Context: an optimization exercise on an open-source flow, tuned for small area and a short achievable clock period. The choices shown serve that exercise and are no tape-out recipe.
RTL that was checked went through simulation tests only; none was proved equivalent to the original.
The flow treats the clock pin as an ideal source, which a real chip does not have.
No activity file was given, so power comes from the tool's default toggle rates.

==> job 6853 <==
==> flow/design.v <==
`default_nettype none
package ipdc_pkg;
    localparam int IMG_DIM  = 8;
    localparam int WIN_DIM  = 4;
    localparam int FB_DEPTH = IMG_DIM * IMG_DIM;
endpackage
`default_nettype wire
`timescale 1ns/1ps
`default_nettype none
module ipdc_top (
    input  wire logic        i_clk,
    input  wire logic        i_rst_n,
    input  wire logic        i_op_valid,
    input  wire logic [2:0]  i_op_mode,
    input  wire logic        i_in_valid,
    input  wire logic [23:0] i_in_data,
    output logic             o_in_ready,
    output logic             o_out_valid,
    output logic [23:0]      o_out_data
);
    logic       st_idle_r, st_ready_r, st_load_r, st_origin_r, st_disp_r;
    logic       st_idle_w, st_ready_w, st_load_w, st_origin_w, st_disp_w;
    logic [2:0] op_r;
    logic [5:0] load_cnt_r, load_cnt_w;
    logic [4:0] org_x_r, org_x_w, org_y_r, org_y_w;
    logic [3:0] beat_r, beat_w;
    logic       mode_r, mode_w;           
    logic       req_valid_r, req_valid_w, req_show_r, req_show_w;
    logic       req_valid_d_r;
    logic       shift_r;
    logic       load_acc, load_last;
    logic       op_take;
    logic       op_mode;
    assign load_acc   = st_load_r & i_in_valid;
    assign load_last  = load_acc & (&load_cnt_r);
    assign op_take    = st_ready_r & i_op_valid;
    assign op_mode = (op_r[2:1] == 2'b11);
    always_comb begin
        st_idle_w   = 1'b0;
        st_ready_w  = st_ready_r;
        st_load_w   = st_load_r;
        st_origin_w = 1'b0;
        st_disp_w   = st_disp_r;
        load_cnt_w  = load_cnt_r;
        org_x_w     = org_x_r;
        org_y_w     = org_y_r;
        beat_w      = beat_r;
        mode_w      = mode_r;
        req_valid_w = 1'b0;
        req_show_w  = 1'b0;
        if (st_idle_r) begin
            st_ready_w = 1'b1;
        end
        if (op_take) begin
            if (i_op_mode == 3'b000) begin
                st_ready_w = 1'b0;
                st_load_w  = 1'b1;
            end else if (i_op_mode != 3'b101) begin
                st_ready_w  = 1'b0;
                st_origin_w = 1'b1;
            end
        end
        if (load_acc) begin
            load_cnt_w = load_cnt_r + 6'd1;
        end
        if (load_last) begin
            st_load_w   = 1'b0;
            st_ready_w  = 1'b1;
            req_valid_w = 1'b1;
        end
        if (st_origin_r) begin
            beat_w = 4'd0;
            org_x_w = org_nx_r;
            org_y_w = org_ny_r;
            if (op_mode) begin
                mode_w      = ~op_r[0];
                req_valid_w = 1'b1;
                st_ready_w  = 1'b1;
            end else begin
                st_disp_w   = 1'b1;
            end
        end
        if (st_disp_r) begin
            req_valid_w = 1'b1;
            req_show_w  = 1'b1;
            beat_w      = beat_r + 4'd1;
            if (&beat_r) begin
                st_disp_w  = 1'b0;
                st_ready_w = 1'b1;
            end
        end
    end
    logic [4:0] org_nx_w, org_ny_w, org_nx_r, org_ny_r;
    always_comb begin
        org_nx_w = org_x_r;
        org_ny_w = org_y_r;
        case (i_op_mode)
            3'b001: if (!org_x_r[4]) org_nx_w = {org_x_r[3:0], 1'b0};
            3'b010: if (!org_y_r[4]) org_ny_w = {org_y_r[3:0], 1'b0};
            3'b011: begin
                org_nx_w = 5'b00001;
                org_ny_w = 5'b00001;
            end
            3'b100: begin
                org_nx_w = 5'b00100;
                org_ny_w = 5'b00100;
            end
            default: ;
        endcase
    end
    always_ff @(posedge i_clk) begin
        op_r     <= i_op_mode;
        org_nx_r <= org_nx_w;
        org_ny_r <= org_ny_w;
    end
    always_ff @(posedge i_clk) begin
        o_in_ready  <= st_load_w;
        o_out_valid <= req_valid_d_r;
    end
    always_ff @(posedge i_clk or negedge i_rst_n) begin
        if (!i_rst_n) begin
            st_idle_r     <= 1'b1;
            st_ready_r    <= 1'b0;
            st_load_r     <= 1'b0;
            st_origin_r   <= 1'b0;
            st_disp_r     <= 1'b0;
            load_cnt_r    <= 6'd0;
            org_x_r       <= 5'b00001;
            org_y_r       <= 5'b00001;
            beat_r        <= 4'd0;
            mode_r        <= 1'b0;
            req_valid_r   <= 1'b0;
            req_show_r    <= 1'b0;
            req_valid_d_r <= 1'b0;
            shift_r       <= 1'b0;
        end else begin
            st_idle_r     <= st_idle_w;
            st_ready_r    <= st_ready_w;
            st_load_r     <= st_load_w;
            st_origin_r   <= st_origin_w;
            st_disp_r     <= st_disp_w;
            load_cnt_r    <= load_cnt_w;
            org_x_r       <= org_x_w;
            org_y_r       <= org_y_w;
            beat_r        <= beat_w;
            mode_r        <= mode_w;
            req_valid_r   <= req_valid_w;
            req_show_r    <= req_show_w;
            req_valid_d_r <= req_valid_r;
            shift_r       <= load_acc & ~load_last;
        end
    end
    logic [23:0] mem [0:63];
    always_ff @(posedge i_clk) begin
        if (load_acc) begin
            mem[0] <= i_in_data;
        end
    end
    for (genvar k = 1; k < 64; k++) begin : g_shift
        always_ff @(posedge i_clk) begin
            if (shift_r) begin
                mem[k] <= mem[k-1];
            end
        end
    end
    logic [7:0]  row_sel_r, col_sel_r, row_sel_w, col_sel_w;
    logic [63:0] sel_r;
    logic [23:0] rd_pixel, rd_pixel_w;
    always_comb begin
        if (st_ready_r) begin
            col_sel_w = {3'b000, org_nx_w};
            row_sel_w = {3'b000, org_ny_w};
        end else if (st_disp_r && beat_r[1:0] == 2'd2) begin
            col_sel_w = {3'b000, org_x_r};
            row_sel_w = {row_sel_r[6:0], 1'b0};
        end else begin
            col_sel_w = {col_sel_r[6:0], 1'b0};
            row_sel_w = row_sel_r;
        end
    end
    always_ff @(posedge i_clk) begin
        row_sel_r <= row_sel_w;
        col_sel_r <= col_sel_w;
    end
    always_ff @(posedge i_clk) begin
        for (int r = 0; r < 8; r++) begin
            for (int c = 0; c < 8; c++) begin
                sel_r[8*r + c] <= row_sel_r[r] & col_sel_r[c];
            end
        end
    end
    always_comb begin
        logic [23:0] row_data [0:7];
        rd_pixel_w = '0;
        for (int r = 0; r < 8; r++) begin
            row_data[r] = '0;
            for (int c = 0; c < 8; c++) begin
                row_data[r] = row_data[r] | ({24{sel_r[8*r + c]}} & mem[63 - 8*r - c]);
            end
            rd_pixel_w = rd_pixel_w | row_data[r];
        end
    end
    always_ff @(posedge i_clk) begin
        rd_pixel <= rd_pixel_w;
    end
    logic [7:0]  r, g, b;
    logic [7:0]  y_a, y_b, y_c, cb_a, cb_b, cb_c, cr_a, cr_b, cr_c;
    logic [23:0] sum_w, carry_w;
    assign r = rd_pixel[7:0];
    assign g = rd_pixel[15:8];
    assign b = rd_pixel[23:16];
    assign y_a  = {2'b00, r[7:2]};
    assign y_b  = {1'b0, g[7:1]};
    assign y_c  = {3'b000, b[7:3]};
    assign cb_a = {1'b0, b[7:1]};
    assign cb_b = {2'b00, ~g[7:2]};
    assign cb_c = {3'b001, ~r[7:3]};
    assign cr_a = {1'b0, r[7:1]};
    assign cr_b = {2'b00, ~g[7:2]};
    assign cr_c = {3'b001, ~b[7:3]};
    always_comb begin
        sum_w[7:0]     = y_a ^ y_b ^ y_c;
        sum_w[15:8]    = cb_a ^ cb_b ^ cb_c;
        sum_w[23:16]   = cr_a ^ cr_b ^ cr_c;
        carry_w[7:0]   = {(y_a[6:0] & y_b[6:0]) | (y_a[6:0] & y_c[6:0]) | (y_b[6:0] & y_c[6:0]), 1'b0};
        carry_w[15:8]  = {(cb_a[6:0] & cb_b[6:0]) | (cb_a[6:0] & cb_c[6:0]) | (cb_b[6:0] & cb_c[6:0]), 1'b1};
        carry_w[23:16] = {(cr_a[6:0] & cr_b[6:0]) | (cr_a[6:0] & cr_c[6:0]) | (cr_b[6:0] & cr_c[6:0]), 1'b1};
    end
    logic [23:0] gen_r, prop_r, rgb_r;
    logic        show_ycc_r, show_rgb_r;
    always_ff @(posedge i_clk) begin
        gen_r      <= sum_w & carry_w;
        prop_r     <= sum_w ^ carry_w;
        rgb_r      <= rd_pixel;
        show_ycc_r <= req_show_r & mode_r;
        show_rgb_r <= req_show_r & ~mode_r;
    end
    logic [23:0] add_w;
    always_comb begin
        logic [8:0] gp, pp, gn, pn;
        for (int ch = 0; ch < 3; ch++) begin
            gp = {gen_r[8*ch +: 8], (ch == 0) ? 1'b0 : 1'b1};
            pp = {prop_r[8*ch +: 8], 1'b0};
            for (int d = 1; d < 9; d = d * 2) begin
                gn = gp;
                pn = pp;
                for (int i = d; i < 9; i++) begin
                    gn[i] = gp[i] | (pp[i] & gp[i-d]);
                    pn[i] = pp[i] & pp[i-d];
                end
                gp = gn;
                pp = pn;
            end
            add_w[8*ch +: 8] = prop_r[8*ch +: 8] ^ gp[7:0];
        end
    end
    always_ff @(posedge i_clk) begin
        o_out_data <= ({24{show_ycc_r}} & add_w) | ({24{show_rgb_r}} & rgb_r);
    end
endmodule
`default_nettype wire
==> flow/flow/run.sh <==
#!/bin/bash
# The standard layout (standard.sh), with one change to the clock tree. Before global routing,
# flow/pre_grt.tcl keeps the clock tree's leaf buffers (those that drive registers), removes the
# buffers above them, and drives the leaves from 4 new clock buffers, one per quadrant group of
# leaves, that the clock port drives directly. Every register still gets its clock through two
# buffers, from a balanced tree. Global routing then repairs timing as usual.
# The port buffers that the standard flow inserts are buf_4 cells here rather than the delay-cell
# type ORFS picks on its own. Each step's full output goes to a log file of its own in this folder.
set -euo pipefail
here=$(pwd)
export PRE_GLOBAL_ROUTE_TCL="$here/flow/pre_grt.tcl"
export BUFFER_PORTS_ARGS="-buffer_cell sky130_fd_sc_hd__buf_4"
bash standard.sh synth > "$here/log_1_synth.txt" 2>&1
bash standard.sh floorplan > "$here/log_2_floorplan.txt" 2>&1
bash standard.sh place > "$here/log_3_place.txt" 2>&1
bash standard.sh cts > "$here/log_4_cts.txt" 2>&1
bash standard.sh finish > "$here/log_5_route_finish.txt" 2>&1
==> flow/flow/pre_grt.tcl <==
proc my_clock_retop {portname bufmaster ngroups} {
  set block [ord::get_db_block]
  set db [ord::get_db]
  set bt [$block findBTerm $portname]
  set clknet [$bt getNet]
  set master [$db findMaster $bufmaster]
  # walk the tree of buffers below the port; a leaf is a buffer that drives a register
  set upper {}
  set leaves {}
  set frontier [list $clknet]
  set seen [dict create]
  while {[llength $frontier]} {
    set next {}
    foreach net $frontier {
      foreach it [$net getITerms] {
        if {![$it isInputSignal]} { continue }
        set inst [$it getInst]
        set mname [[$inst getMaster] getName]
        if {![string match "*clkbuf*" $mname]} { continue }
        if {[dict exists $seen [$inst getName]]} { continue }
        dict set seen [$inst getName] 1
        set onet "NULL"
        foreach t [$inst getITerms] { if {[$t isOutputSignal]} { set onet [$t getNet] } }
        if {$onet eq "NULL" || $onet eq ""} { lappend upper $inst; continue }
        set drives_reg 0
        foreach t [$onet getITerms] {
          if {![$t isInputSignal]} { continue }
          set m2 [[[$t getInst] getMaster] getName]
          if {![string match "*clkbuf*" $m2]} { set drives_reg 1 }
        }
        if {$drives_reg} { lappend leaves $inst } else { lappend upper $inst }
        lappend next $onet
      }
    }
    set frontier $next
  }
  if {[llength $leaves] < $ngroups} { puts "RETOP: [llength $leaves] leaves, left alone"; return 0 }
  # group the leaves: split by x into halves, then each half by y
  set pts {}
  foreach l $leaves { set b [$l getBBox]; lappend pts [list $l [expr {([$b xMin]+[$b xMax])/2}] [expr {([$b yMin]+[$b yMax])/2}]] }
  set pts [lsort -integer -index 1 $pts]
  set h [expr {[llength $pts] / 2}]
  set groups {}
  foreach half [list [lrange $pts 0 [expr {$h-1}]] [lrange $pts $h end]] {
    set half [lsort -integer -index 2 $half]
    set q [expr {[llength $half] / 2}]
    lappend groups [lrange $half 0 [expr {$q-1}]] [lrange $half $q end]
  }
  # detach everything above the leaves
  foreach l $leaves {
    foreach t [$l getITerms] { if {[$t isInputSignal]} { $t disconnect } }
  }
  set oldnets {}
  foreach u $upper {
    foreach t [$u getITerms] {
      set n [$t getNet]
      if {$n ne "NULL" && $n ne "" && $n ne $clknet} { lappend oldnets $n }
      if {[$t isInputSignal] || [$t isOutputSignal]} { $t disconnect }
    }
    odb::dbInst_destroy $u
  }
  foreach n [lsort -unique $oldnets] {
    if {[llength [$n getITerms]] == 0 && [llength [$n getBTerms]] == 0} { odb::dbNet_destroy $n }
  }
  # new top buffers
  set k 0
  foreach g $groups {
    set sx 0; set sy 0
    foreach p $g { incr sx [lindex $p 1]; incr sy [lindex $p 2] }
    set cx [expr {$sx / [llength $g]}]; set cy [expr {$sy / [llength $g]}]
    set inst [odb::dbInst_create $block $master "clkbuf_top_$k"]
    $inst setLocation $cx $cy
    $inst setPlacementStatus PLACED
    set net [odb::dbNet_create $block "clknet_top_$k"]
    $net setSigType CLOCK
    foreach t [$inst getITerms] {
      if {[$t isInputSignal]} { $t connect $clknet }
      if {[$t isOutputSignal]} { $t connect $net }
    }
    foreach p $g {
      foreach t [[lindex $p 0] getITerms] { if {[$t isInputSignal]} { $t connect $net } }
    }
    incr k
  }
  puts "RETOP: removed [llength $upper] buffers above [llength $leaves] leaves, added $k top buffers"
  return 1
}

if {[my_clock_retop i_clk sky130_fd_sc_hd__clkbuf_16 4]} {
  detailed_placement
  check_placement -verbose
}
==> flow/standard.sh <==
#!/bin/bash
# synth_recipe.tcl (not shown) runs the flow's synth.tcl, then flattens the netlist and writes it again
# the make line also repeats each setting of config.mk as NAME=value (left out here)
make -C /OpenROAD-flow-scripts/flow DESIGN_CONFIG=/design/flow/config.mk WORK_HOME=/design/flow/orfs CLKGATE_MAP_FILE= SYNTH_SCRIPT=/design/flow/synth_recipe.tcl "${@:-finish}"
==> flow/config.mk <==
export PLATFORM = sky130hd
export DESIGN_NAME = ipdc_top
export DESIGN_NICKNAME = ipdc_top
export VERILOG_FILES = /design/flow/design.v
export SDC_FILE = /design/flow/constraint.sdc
export NUM_CORES = 4
export LEC_CHECK = 0
export CAP_MARGIN = 20
export CORE_MARGIN = 2
export CORE_UTILIZATION = 50
export CTS_CLUSTER_DIAMETER = 90
export CTS_CLUSTER_SIZE = 30
export SETUP_SLACK_MARGIN = 1.6
export SLEW_MARGIN = 20
==> flow/constraint.sdc <==
create_clock -name core_clock -period 3.2 [get_ports {i_clk}]
set_input_delay 0.6400 -clock core_clock [delete_from_list [all_inputs] [get_ports {i_clk}]]
set_output_delay 0.6400 -clock core_clock [all_outputs]
set_load 0.01 [all_outputs]
==> job 8298: changes against job 6853 <==
--- a/flow/design.v
+++ b/flow/design.v
@@ -23,6 +23,7 @@
     logic [2:0] op_r;
     logic [5:0] load_cnt_r, load_cnt_w;
     logic [4:0] org_x_r, org_x_w, org_y_r, org_y_w;
+    logic [4:0] org_nx_w, org_ny_w, org_nx_r, org_ny_r;
     logic [3:0] beat_r, beat_w;
     logic       mode_r, mode_w;           
     logic       req_valid_r, req_valid_w, req_show_r, req_show_w;
@@ -90,7 +91,6 @@
             end
         end
     end
-    logic [4:0] org_nx_w, org_ny_w, org_nx_r, org_ny_r;
     always_comb begin
         org_nx_w = org_x_r;
         org_ny_w = org_y_r;
@@ -164,13 +164,15 @@
         end
     end
     logic [7:0]  row_sel_r, col_sel_r, row_sel_w, col_sel_w;
-    logic [63:0] sel_r;
-    logic [23:0] rd_pixel, rd_pixel_w;
-    always_comb begin
-        if (st_ready_r) begin
-            col_sel_w = {3'b000, org_nx_w};
-            row_sel_w = {3'b000, org_ny_w};
-        end else if (st_disp_r && beat_r[1:0] == 2'd2) begin
+    logic [7:0]  col_sel_q_r [0:3];
+    logic [23:0] part_n_w [0:3];
+    logic [23:0] part_n_r [0:3];
+    logic [23:0] rd_pixel;
+    always_comb begin
+        if (st_origin_r) begin
+            col_sel_w = {3'b000, org_x_w};
+            row_sel_w = {3'b000, org_y_w};
+        end else if (&beat_r[1:0]) begin
             col_sel_w = {3'b000, org_x_r};
             row_sel_w = {row_sel_r[6:0], 1'b0};
         end else begin
@@ -181,28 +183,28 @@
     always_ff @(posedge i_clk) begin
         row_sel_r <= row_sel_w;
         col_sel_r <= col_sel_w;
-    end
-    always_ff @(posedge i_clk) begin
-        for (int r = 0; r < 8; r++) begin
-            for (int c = 0; c < 8; c++) begin
-                sel_r[8*r + c] <= row_sel_r[r] & col_sel_r[c];
-            end
+        for (int q = 0; q < 4; q++) begin
+            col_sel_q_r[q] <= col_sel_w & {8{row_sel_w[2*q] | row_sel_w[2*q+1]}};
         end
     end
     always_comb begin
         logic [23:0] row_data [0:7];
-        rd_pixel_w = '0;
         for (int r = 0; r < 8; r++) begin
             row_data[r] = '0;
             for (int c = 0; c < 8; c++) begin
-                row_data[r] = row_data[r] | ({24{sel_r[8*r + c]}} & mem[63 - 8*r - c]);
-            end
-            rd_pixel_w = rd_pixel_w | row_data[r];
-        end
-    end
-    always_ff @(posedge i_clk) begin
-        rd_pixel <= rd_pixel_w;
-    end
+                row_data[r] = row_data[r] | ({24{col_sel_q_r[r/2][c]}} & mem[63 - 8*r - c]);
+            end
+        end
+        for (int q = 0; q < 4; q++) begin
+            part_n_w[q] = ~(({24{row_sel_r[2*q]}} & row_data[2*q]) | ({24{row_sel_r[2*q+1]}} & row_data[2*q+1]));
+        end
+    end
+    always_ff @(posedge i_clk) begin
+        for (int q = 0; q < 4; q++) begin
+            part_n_r[q] <= part_n_w[q];
+        end
+    end
+    assign rd_pixel = ~(part_n_r[0] & part_n_r[1] & part_n_r[2] & part_n_r[3]);
     logic [7:0]  r, g, b;
     logic [7:0]  y_a, y_b, y_c, cb_a, cb_b, cb_c, cr_a, cr_b, cr_c;
     logic [23:0] sum_w, carry_w;
--- a/flow/flow/run.sh
+++ b/flow/flow/run.sh
@@ -4,11 +4,13 @@
 # buffers above them, and drives the leaves from 4 new clock buffers, one per quadrant group of
 # leaves, that the clock port drives directly. Every register still gets its clock through two
 # buffers, from a balanced tree. Global routing then repairs timing as usual.
-# The port buffers that the standard flow inserts are buf_4 cells here rather than the delay-cell
+# Before detailed placement, flow/pre_dpl.tcl moves each register that drives an output port's
+# buffer next to that buffer. The port buffers that the standard flow inserts are buf_4 cells here rather than the delay-cell
 # type ORFS picks on its own. Each step's full output goes to a log file of its own in this folder.
 set -euo pipefail
 here=$(pwd)
 export PRE_GLOBAL_ROUTE_TCL="$here/flow/pre_grt.tcl"
+export PRE_DETAIL_PLACE_TCL="$here/flow/pre_dpl.tcl"
 export BUFFER_PORTS_ARGS="-buffer_cell sky130_fd_sc_hd__buf_4"
 bash standard.sh synth > "$here/log_1_synth.txt" 2>&1
 bash standard.sh floorplan > "$here/log_2_floorplan.txt" 2>&1
==> flow/flow/pre_dpl.tcl (new file) <==
# Sourced by ORFS's detail_place.tcl before detailed placement (PRE_DETAIL_PLACE_TCL).
# Each output port's buffer sits by its pin; put the register that drives that buffer right beside
# it, so the register-to-port wire is short. Detailed placement then legalizes.
proc my_pull_output_regs {} {
  set block [ord::get_db_block]
  set moved 0
  foreach bt [$block getBTerms] {
    if {[$bt getIoType] ne "OUTPUT"} { continue }
    set net [$bt getNet]
    if {$net eq "NULL" || $net eq ""} { continue }
    set buf ""
    foreach it [$net getITerms] { if {[$it isOutputSignal]} { set buf [$it getInst] } }
    if {$buf eq ""} { continue }
    set bin ""
    foreach it [$buf getITerms] { if {[$it isInputSignal]} { set bin [$it getNet] } }
    if {$bin eq "" || $bin eq "NULL"} { continue }
    set reg ""
    foreach it [$bin getITerms] {
      if {[$it isOutputSignal] && [[$it getInst] isPlaced] && [[[$it getInst] getMaster] isSequential]} { set reg [$it getInst] }
    }
    if {$reg eq ""} { continue }
    set loc [$buf getLocation]
    $reg setLocation [lindex $loc 0] [lindex $loc 1]
    incr moved
  }
  puts "PULLREGS: moved $moved output registers next to their port buffers"
}
my_pull_output_regs
--- a/flow/config.mk
+++ b/flow/config.mk
@@ -8,7 +8,8 @@
 export CAP_MARGIN = 20
 export CORE_MARGIN = 2
 export CORE_UTILIZATION = 50
-export CTS_CLUSTER_DIAMETER = 90
-export CTS_CLUSTER_SIZE = 30
-export SETUP_SLACK_MARGIN = 1.6
+export CTS_CLUSTER_DIAMETER = 80
+export CTS_CLUSTER_SIZE = 25
+export PLACE_DENSITY = 0.75
+export SETUP_SLACK_MARGIN = 1.65
 export SLEW_MARGIN = 20
==> comparison table <==
| item | job 8298 | job 6853 |
|---|---|---|
| M1 WL | 56100 um | 73650 um |
| Seq/total area | 74.37% | 70.84% |
| Standard-cell row count | 130 | 129 |
| Share of the core filled with cells in the final layout | 55.86% | 58.73% |
| Detailed-route via count | 33430 | 37720 |
| Number of logic inverters in the finished layout | 67 | 35 |
| Result of the run | timing/DRC/antenna clean | timing/DRC/antenna clean |
| Portion of the post-synthesis area used by sequential elements | 82.41% | 82.22% |
| Critical path data required time | 3.63 ns | 3.62 ns |
| Xor/xnor cell area share of the yosys netlist | 0.1392% | 0.1267% |
| Pre-CTS setup slack | 1.034 ns | 0.7593 ns |
| Mean instance size in the synthesized netlist | 18.19 um2 | 19.54 um2 |
| Static leakage | 21.61 nW | 23.49 nW |
No functional check of the RTL was part of job 6853.

## static timing again, ports no longer ideal
No port has a modelled driver above. Below, the same layouts with a new extraction and two added sets of constraints. Step 1, drivers: a clkbuf_16 drives i_clk and a buf_2 each remaining input, both assumed. Step 2 also shifts input and output timing later by t, the mid clock arrival at the registers, as if the neighbouring blocks saw the same clock. Three values: no drivers, after step 1, after step 2; two values: the first two.
| run | shift t [ns] | setup slack, ns | worst hold slack (ns) | worst setup path after step 2 | worst register clock-pin slew, ns |
|---|---|---|---|---|---|
| job 6853 | 0.676 | 1.211 / 1.211 / 1.180 | 0.259 / 0.134 / 0.359 | input to register | 0.12 / 0.12 |
| job 8298 | 0.677 | 1.541 / 1.432 / 1.500 | 0.256 / 0.144 / 0.368 | input to register | 0.10 / 0.10 |
After both steps every run listed still meets setup and hold. The setup slack of job 8298, which loses most, moves by -0.109 ns with the drivers and by -0.041 ns with both steps.
